Context: an optimization exercise on an open-source flow, tuned for small area and a short achievable clock period. The choices shown serve that exercise and are no tape-out recipe. Only simulation tests tie the RTL to the original design; equivalence was not proved. Power and IR drop assume default switching activity.

== build 70 ==
Design mul_simd_top, start of the top module:
module mul_simd_top
(
   input  logic        clk,
   input  logic        rst_n,
   input  logic        in_valid,
   input  logic [1:0]  op,
   input  logic [31:0] a,
   input  logic [31:0] b,
   output logic        out_valid,
   output logic [63:0] result
);
export LEC_CHECK = 0
export CAP_MARGIN = 20
export CORE_MARGIN = 2
export CORE_UTILIZATION = 60
export CTS_BUF_LIST = sky130_fd_sc_hd__clkbuf_8 sky130_fd_sc_hd__clkbuf_16
export CTS_CLUSTER_DIAMETER = 100
export CTS_CLUSTER_SIZE = 24
export SLEW_MARGIN = 20
create_clock -name core_clock -period 9.5 [get_ports {clk}]
standard.sh (not shown) runs the stock make flow with config.mk's settings and CLKGATE_MAP_FILE= SYNTH_SCRIPT=/design/flow/synth_recipe.tcl, a recipe that flattens the netlist after the stock synthesis.
==> flow/flow/run.sh <==
#!/bin/bash
# Own layout flow: the standard synthesis unchanged, then
#  - (if POLARITY=1) flow/polarity.py removes inverters between full-adder
#    cells of the synthesized netlist by choosing each adder's polarity
#    (registers, ports and the function are unchanged),
#  - the standard ORFS steps with a few resizer settings changed (knobs.sh):
#    port buffers are buf cells (the default pick is a slow delay buffer),
#    the resizer may swap cells across footprints, and repair_timing aims for
#    extra setup slack.
# Each step's full output goes to a log file in this folder.
set -euo pipefail
cd "$(dirname "$0")/.."
source flow/knobs.sh
R=orfs/results/sky130hd/mul_simd_top/base
bash standard.sh synth > flow_synth.log 2>&1
if [[ "${POLARITY:-0}" == 1 ]]; then
  cp $R/1_2_yosys.v flow_synth_netlist.v
  python3 flow/polarity.py $R/1_2_yosys.v > flow_polarity.log 2>&1
  rm -f $R/1_synth.odb $R/1_synth.sdc
fi
bash standard.sh "${KNOBS[@]}" finish > flow_layout.log 2>&1
==> flow/flow/knobs.sh <==
POLARITY=1
KNOBS=(
  MATCH_CELL_FOOTPRINT=0
  "BUFFER_PORTS_ARGS=-buffer_cell sky130_fd_sc_hd__buf_2"
  SETUP_SLACK_MARGIN=5.35
)
Other scripts of this flow, unchanged in this note and not shown: flow/flow/polarity.py
For build 92, these inputs were changed with respect to build 70:
==> flow/flow/knobs.sh <==
POLARITY=1
KNOBS=(
  MATCH_CELL_FOOTPRINT=0
  "BUFFER_PORTS_ARGS=-buffer_cell sky130_fd_sc_hd__buf_2"
  SETUP_SLACK_MARGIN=5.5
)
--- a/flow/config.mk
+++ b/flow/config.mk
@@ -11,4 +11,4 @@
 export CTS_BUF_LIST = sky130_fd_sc_hd__clkbuf_8 sky130_fd_sc_hd__clkbuf_16
 export CTS_CLUSTER_DIAMETER = 100
-export CTS_CLUSTER_SIZE = 24
+export CTS_CLUSTER_SIZE = 28
 export SLEW_MARGIN = 20
[summary]
Relative to build 70, build 92 degrades cell area after layout. Every run in the comparison, build 92 and build 70, completed the flow with a clean layout. On time the worst path needs with I/O delays and setup: build 92 sits below build 70. On area occupied by multi-input gates, the higher figure sits with build 92, not build 70. Build 92 against build 70: placement-stage cell area neither gained nor lost much, logic gate share of total power picked up an extra 0.2 points.
Modified inputs, build 16 compared to build 92
==> flow/flow/knobs.sh <==
POLARITY=1
KNOBS=(
  MATCH_CELL_FOOTPRINT=0
  "BUFFER_PORTS_ARGS=-buffer_cell sky130_fd_sc_hd__buf_2"
  SETUP_SLACK_MARGIN=5.2
)
--- a/flow/config.mk
+++ b/flow/config.mk
@@ -11,4 +11,4 @@
 export CTS_BUF_LIST = sky130_fd_sc_hd__clkbuf_8 sky130_fd_sc_hd__clkbuf_16
 export CTS_CLUSTER_DIAMETER = 100
-export CTS_CLUSTER_SIZE = 28
+export CTS_CLUSTER_SIZE = 24
 export SLEW_MARGIN = 20
Findings:
reg2reg as the path type of the worst setup path was reported by build 16, and reg2out by build 92.
Build 16 vs build 92, top layer reached by signal wires: met4 vs met5
Detailed route, build 16 vs build 92: via total lower for build 16
Build 16: global placer's final weighted congestion higher than build 92
Critical path depth came out higher on build 16 than on build 92.
Share of the clock period used by the worst path after layout in build 16 is 1.6 points above build 92.
In build 16, violation count after the first detailed-route iteration is higher than in build 92.
In build 16 relative to build 92, routed wire length had gone down by a few percent.

static timing again, ports no longer ideal:
Ports are ideal in the flow. The routed layouts listed here were re-timed in OpenROAD. Step 1 (the two cells are an assumption about what drives the block):
set clk [get_ports {clk}]
set_driving_cell -lib_cell sky130_fd_sc_hd__clkbuf_16 $clk
set_driving_cell -lib_cell sky130_fd_sc_hd__buf_2 [delete_from_list [all_inputs] $clk]
Step 2, shift: input delay + t, output delay - t, t = (earliest + latest rising clock arrival at the registers) / 2. This alone moves slack from input paths to output paths. a / b / c = ideal / step 1 / step 2; a / b = the first two.
run | shift t [ns] | setup WS [ns] | worst hold slack (ns) | worst setup path at the end | worst register clock-pin slew, ns
build 70 | 0.555 | 5.423 / 5.404 / 5.423 | 0.376 / 0.376 / 0.376 | register to register | 0.10 / 0.10
build 92 | 0.571 | 5.512 / 5.458 / 5.284 | 0.373 / 0.373 / 0.373 | input to register | 0.12 / 0.12
build 16 | 0.560 | 5.359 / 5.306 / 5.359 | 0.379 / 0.379 / 0.379 | register to register | 0.11 / 0.11
After both steps setup and hold are still met in every run listed. For build 92, which loses most, drivers alone change the setup slack by -0.054 ns; drivers and shift together by -0.228 ns.
